From an optimization exercise on the open Yosys and OpenROAD flow, aimed at small area, a short achievable clock period and few clock cycles; shortcuts taken in it are not production practice. Function was checked by simulation only, so behaviour that the tests miss may differ from the original. Power figures rest on the tool's default switching activity, not on a simulated workload.

Setup of run A:
Design sknobs_knob_table, start of the top module:
module sknobs_knob_table
#(
   parameter int unsigned NUM_ENTRIES = sknobs_hw_pkg::KT_NUM_ENTRIES,
   parameter int unsigned KEY_W       = sknobs_hw_pkg::KT_KEY_W,
   parameter int unsigned VAL_W       = sknobs_hw_pkg::KT_VAL_W,
   parameter int unsigned IDX_W       = $clog2(NUM_ENTRIES)
) (
   input  logic             clk,
   input  logic             rst,
   input  logic             clear,
   input  logic             set_valid,
   output logic             set_ready,
   input  logic [KEY_W-1:0] set_key,
   input  logic [VAL_W-1:0] set_value,
   output logic             set_err,
   input  logic             get_valid,
   output logic             get_ready,
   input  logic [KEY_W-1:0] get_key,
   input  logic [VAL_W-1:0] get_default,
   output logic             rsp_valid,
   input  logic             rsp_ready,
   output logic [VAL_W-1:0] rsp_value,
   output logic             rsp_exists,
   output logic [IDX_W:0]   count,
   output logic             full
);
==> module sknobs_knob_table, before the edit <==
module sknobs_knob_table
#(
   parameter int unsigned NUM_ENTRIES = sknobs_hw_pkg::KT_NUM_ENTRIES,
   parameter int unsigned KEY_W       = sknobs_hw_pkg::KT_KEY_W,
   parameter int unsigned VAL_W       = sknobs_hw_pkg::KT_VAL_W,
   parameter int unsigned IDX_W       = $clog2(NUM_ENTRIES)
) (
   input  logic             clk,
   input  logic             rst,
   input  logic             clear,
   input  logic             set_valid,
   output logic             set_ready,
   input  logic [KEY_W-1:0] set_key,
   input  logic [VAL_W-1:0] set_value,
   output logic             set_err,
   input  logic             get_valid,
   output logic             get_ready,
   input  logic [KEY_W-1:0] get_key,
   input  logic [VAL_W-1:0] get_default,
   output logic             rsp_valid,
   input  logic             rsp_ready,
   output logic [VAL_W-1:0] rsp_value,
   output logic             rsp_exists,
   output logic [IDX_W:0]   count,
   output logic             full
);
   localparam int unsigned CNT_W = IDX_W + 1;
   logic [CNT_W-1:0]       count_q;         
   logic                   err_q;           
   logic                   r_valid_q;       
   logic                   r_set_q;         
   logic [KEY_W-1:0]       r_key_q;
   logic [VAL_W-1:0]       r_val_q;         
   logic [NUM_ENTRIES-1:0] r_idx_q;         
   logic                   r_app_q;         
   logic [NUM_ENTRIES-1:0] wvalid_q;        
   logic [NUM_ENTRIES-1:0] next_q;          
   logic                   rsp_valid_q;
   logic [VAL_W-1:0]       rsp_value_q;
   logic                   rsp_exists_q;
   logic                   pend_q;          
   logic                   stall;
   logic [KEY_W-1:0]       a_key;
   logic [VAL_W-1:0]       a_val;
   logic [NUM_ENTRIES-1:0] a_match, a_idx;
   logic                   a_fwd, a_any, a_new, full_w;
   assign stall  = r_valid_q && !r_set_q && rsp_valid_q && !rsp_ready;
   assign full_w = count_q[IDX_W];
   assign a_key  = {get_valid ? get_key[KEY_W-1:KEY_W/2] : set_key[KEY_W-1:KEY_W/2],
                    set_valid ? set_key[KEY_W/2-1:0]     : get_key[KEY_W/2-1:0]};
   assign a_val  = {set_valid ? set_value[VAL_W-1:VAL_W/2] : get_default[VAL_W-1:VAL_W/2],
                    get_valid ? get_default[VAL_W/2-1:0]   : set_value[VAL_W/2-1:0]};
   assign a_fwd  = r_valid_q && r_set_q && (|r_idx_q) && (r_key_q == a_key);
   assign a_any = (|a_match) || a_fwd;
   assign a_new = set_valid && !a_any;
   assign a_idx = a_match | (a_fwd ? r_idx_q : '0) | (a_new ? next_q : '0);
   logic [NUM_ENTRIES-1:0] wr_en;
   logic                   do_get;
   logic [VAL_W-1:0]       rd_value;
   logic                   r_any;
   assign wr_en  = (r_valid_q && r_set_q) ? r_idx_q : '0;
   assign do_get = r_valid_q && !r_set_q && !stall;
   assign r_any  = |r_idx_q;
   sknobs_kt_storage #(
      .NUM_ENTRIES (NUM_ENTRIES),
      .KEY_W       (KEY_W),
      .VAL_W       (VAL_W)
   ) u_storage (
      .clk       (clk),
      .wr_en     (wr_en),
      .wr_key    (r_key_q),
      .wr_value  (r_val_q),
      .cmp_key   (a_key),
      .cmp_mask  (wvalid_q),
      .cmp_match (a_match),
      .rd_sel    (r_idx_q),
      .rd_value  (rd_value)
   );
   always_ff @(posedge clk) begin
      r_key_q <= a_key;
      if (!stall) begin
         r_set_q <= set_valid;
         r_val_q <= a_val;
         r_idx_q <= a_idx;
      end
      if (do_get) begin
         rsp_value_q  <= r_any ? rd_value : r_val_q;
         rsp_exists_q <= r_any;
      end
      if (rst) begin
         count_q     <= '0;
         wvalid_q    <= '0;
         next_q      <= NUM_ENTRIES'(1);
         err_q       <= 1'b0;
         r_valid_q   <= 1'b0;
         r_app_q     <= 1'b0;
         rsp_valid_q <= 1'b0;
         pend_q      <= 1'b0;
      end else begin
         err_q   <= !stall && a_new && full_w;
         r_app_q <= !stall && a_new && !full_w;
         if (clear) begin
            count_q  <= '0;
            wvalid_q <= '0;
            next_q   <= NUM_ENTRIES'(1);
         end else begin
            if (!stall && a_new && !full_w) begin
               count_q <= count_q + CNT_W'(1);
               next_q  <= next_q << 1;
            end
            if (r_app_q) wvalid_q <= wvalid_q | r_idx_q;
         end
         if (!stall) r_valid_q <= set_valid || get_valid;
         if (do_get) rsp_valid_q <= 1'b1;
         else if (rsp_ready) rsp_valid_q <= 1'b0;
         pend_q <= (stall || get_valid) && (do_get || (rsp_valid_q && !rsp_ready));
      end
   end
   assign set_ready  = !pend_q || rsp_ready;
   assign get_ready  = !pend_q || rsp_ready;
   assign rsp_valid  = rsp_valid_q;
   assign rsp_value  = rsp_value_q;
   assign rsp_exists = rsp_exists_q;
   assign set_err    = err_q;
   assign count      = count_q;
   assign full       = full_w;
endmodule
clock: 6.0 ns
lec_check: 0
cap_margin: 20
core_margin: 2
core_utilization: 75
setup_slack_margin: 3.0
slew_margin: 20
standard.sh (not shown) runs the stock make flow with config.mk's settings and CLKGATE_MAP_FILE= SYNTH_SCRIPT=/design/flow/synth_recipe.tcl, a recipe that flattens the netlist after the stock synthesis.
==> flow/flow/run.sh <==
#!/bin/bash
# Standard ORFS layout (the standard.sh) with two placement/CTS choices changed:
#  - port buffers use buf_1 instead of the default delay-buffer cell;
#  - CTS clusters up to 14 sinks per clkbuf_8 leaf and inserts no dummy loads.
# Every tool's full output goes to a log file in this folder (and ORFS's own logs).
set -euo pipefail
export BUFFER_PORTS_ARGS="-buffer_cell sky130_fd_sc_hd__buf_1"
export CTS_ARGS="-sink_clustering_enable -repair_clock_nets -dont_use_dummy_load -buf_list sky130_fd_sc_hd__clkbuf_8 -sink_clustering_size 14 -sink_clustering_max_diameter 50"
bash standard.sh finish > orfs_make.log 2>&1
cp orfs/logs/*/sknobs_knob_table/base/*.log . 2>/dev/null || true
test -f out/final.def
Run A reached the final stage; the timing, design-rule and antenna checks on its layout passed.
Testbench counts of run A, summed over its fixed seeds: cycles 8,013.
Changes in run E relative to run A:
--- a/flow/design.v
+++ b/flow/design.v
@@ -85,95 +85,98 @@
    output logic             rsp_exists,
    output logic [IDX_W:0]   count,
    output logic             full
 );
    localparam int unsigned CNT_W = IDX_W + 1;
    logic [CNT_W-1:0]       count_q;         
+   logic [CNT_W-1:0]       count_inc_q;     
    logic                   err_q;           
    logic                   r_valid_q;       
    logic                   r_set_q;         
    logic [KEY_W-1:0]       r_key_q;
    logic [VAL_W-1:0]       r_val_q;         
-   logic [NUM_ENTRIES-1:0] r_idx_q;         
+   logic [NUM_ENTRIES-1:0] r_hit_q;         
    logic                   r_app_q;         
    logic [NUM_ENTRIES-1:0] wvalid_q;        
    logic [NUM_ENTRIES-1:0] next_q;          
    logic                   rsp_valid_q;
    logic [VAL_W-1:0]       rsp_value_q;
    logic                   rsp_exists_q;
    logic                   pend_q;          
    logic                   stall;
    logic [KEY_W-1:0]       a_key;
    logic [VAL_W-1:0]       a_val;
-   logic [NUM_ENTRIES-1:0] a_match, a_idx;
+   logic [NUM_ENTRIES-1:0] a_match, a_hit, r_w;
    logic                   a_fwd, a_any, a_new, full_w;
    assign stall  = r_valid_q && !r_set_q && rsp_valid_q && !rsp_ready;
-   assign full_w = count_q[IDX_W];
+   assign full_w = r_app_q ? count_inc_q[IDX_W] : count_q[IDX_W];
    assign a_key  = {get_valid ? get_key[KEY_W-1:KEY_W/2] : set_key[KEY_W-1:KEY_W/2],
                     set_valid ? set_key[KEY_W/2-1:0]     : get_key[KEY_W/2-1:0]};
    assign a_val  = {set_valid ? set_value[VAL_W-1:VAL_W/2] : get_default[VAL_W-1:VAL_W/2],
                     get_valid ? get_default[VAL_W/2-1:0]   : set_value[VAL_W/2-1:0]};
-   assign a_fwd  = r_valid_q && r_set_q && (|r_idx_q) && (r_key_q == a_key);
+   assign r_w    = r_hit_q | (r_app_q ? next_q : '0);
+   assign a_fwd  = r_valid_q && r_set_q && (|r_w) && (r_key_q == a_key);
    assign a_any = (|a_match) || a_fwd;
    assign a_new = set_valid && !a_any;
-   assign a_idx = a_match | (a_fwd ? r_idx_q : '0) | (a_new ? next_q : '0);
+   assign a_hit = a_match | (a_fwd ? r_w : '0);
    logic [NUM_ENTRIES-1:0] wr_en;
    logic                   do_get;
    logic [VAL_W-1:0]       rd_value;
    logic                   r_any;
-   assign wr_en  = (r_valid_q && r_set_q) ? r_idx_q : '0;
+   assign wr_en  = (r_valid_q && r_set_q) ? r_w : '0;
    assign do_get = r_valid_q && !r_set_q && !stall;
-   assign r_any  = |r_idx_q;
+   assign r_any  = |r_hit_q;
    sknobs_kt_storage #(
       .NUM_ENTRIES (NUM_ENTRIES),
       .KEY_W       (KEY_W),
       .VAL_W       (VAL_W)
    ) u_storage (
       .clk       (clk),
       .wr_en     (wr_en),
       .wr_key    (r_key_q),
       .wr_value  (r_val_q),
       .cmp_key   (a_key),
       .cmp_mask  (wvalid_q),
       .cmp_match (a_match),
-      .rd_sel    (r_idx_q),
+      .rd_sel    (r_hit_q),
       .rd_value  (rd_value)
    );
    always_ff @(posedge clk) begin
       r_key_q <= a_key;
       if (!stall) begin
          r_set_q <= set_valid;
          r_val_q <= a_val;
-         r_idx_q <= a_idx;
+         r_hit_q <= a_hit;
       end
       if (do_get) begin
          rsp_value_q  <= r_any ? rd_value : r_val_q;
          rsp_exists_q <= r_any;
       end
       if (rst) begin
          count_q     <= '0;
+         count_inc_q <= CNT_W'(1);
          wvalid_q    <= '0;
          next_q      <= NUM_ENTRIES'(1);
          err_q       <= 1'b0;
          r_valid_q   <= 1'b0;
          r_app_q     <= 1'b0;
          rsp_valid_q <= 1'b0;
          pend_q      <= 1'b0;
       end else begin
          err_q   <= !stall && a_new && full_w;
          r_app_q <= !stall && a_new && !full_w;
          if (clear) begin
             count_q  <= '0;
+            count_inc_q <= CNT_W'(1);
             wvalid_q <= '0;
             next_q   <= NUM_ENTRIES'(1);
-         end else begin
-            if (!stall && a_new && !full_w) begin
-               count_q <= count_q + CNT_W'(1);
-               next_q  <= next_q << 1;
-            end
-            if (r_app_q) wvalid_q <= wvalid_q | r_idx_q;
+         end else if (r_app_q) begin
+            count_q  <= count_inc_q;
+            count_inc_q <= count_inc_q + CNT_W'(1);
+            next_q   <= next_q << 1;
+            wvalid_q <= wvalid_q | next_q;
          end
          if (!stall) r_valid_q <= set_valid || get_valid;
          if (do_get) rsp_valid_q <= 1'b1;
          else if (rsp_ready) rsp_valid_q <= 1'b0;
          pend_q <= (stall || get_valid) && (do_get || (rsp_valid_q && !rsp_ready));
       end
@@ -181,10 +184,10 @@
    assign set_ready  = !pend_q || rsp_ready;
    assign get_ready  = !pend_q || rsp_ready;
    assign rsp_valid  = rsp_valid_q;
    assign rsp_value  = rsp_value_q;
    assign rsp_exists = rsp_exists_q;
    assign set_err    = err_q;
-   assign count      = count_q;
+   assign count      = r_app_q ? count_inc_q : count_q;
    assign full       = full_w;
 endmodule
 `default_nettype wire
==> comparison <==
Run E has more setup slack than run A. Run A vs run E, cell with the largest stage delay on the worst path: sky130_fd_sc_hd__nand4_1 vs sky130_fd_sc_hd__nor2_4. Run E ended up with a lower non-clock buffer share of cell area than run A did. Fmax: run E higher than run A. Run A: done, clean on timing, DRC and antenna. Run E: PASS, flow complete, no timing, DRC or antenna violations. Changes observed in run E relative to run A: die boundary width was more or less identical; non-clock buffer instance count of the final layout now smaller; share of the core filled with cells dropped 2.1 points; count of distinct cell types in the synthesized netlist shrank by about 20%. Side by side, final non-filler cell total turned out lower in run E than in run A. | global-route usage | higher: run A |. The first-pass GRT wire length number comes out lower for run E vs run A. Share of synthesized flip-flops with an asynchronous set or reset: run E vs run A identical. Run A → run E: power fell by 1.9%, cell area moved down, time the final worst path needs with I/O delays and setup saw a decrease.
Testbench counts of run E, summed over its fixed seeds: cycles 8,013.

afterwards: timing with drivers on the ports:
The results above use ideal ports. As a check the final layouts listed here were re-extracted and re-timed, cells and wires unchanged. Step 1 sets driving cells, clkbuf_16 on the clock port and buf_2 on the other inputs (assumed; they add their load-dependent delay and slew). Step 2 adds t to the input delays and takes it off the output delays; t is the mean of the earliest and latest rising clock arrival at the registers after step 1. Input paths then give back, and output paths get back, about the clock's delay inside the block. a / b / c = ideal / step 1 / step 2; a / b = the first two.
| run | t, ns | slack for setup (ns) | worst setup path at the end | clock arrival spread, ns |
|---|---|---|---|---|
| run A | 0.932 | 2.305 / 2.202 / 1.269 | input to register | 0.071 / 0.071 |
| run E | 0.906 | 2.751 / 2.751 / 2.030 | input to register | 0.085 / 0.085 |
After both steps setup and hold are still met in every run listed. For run A, which loses most, drivers alone change the setup slack by -0.103 ns; drivers and shift together by -1.036 ns.
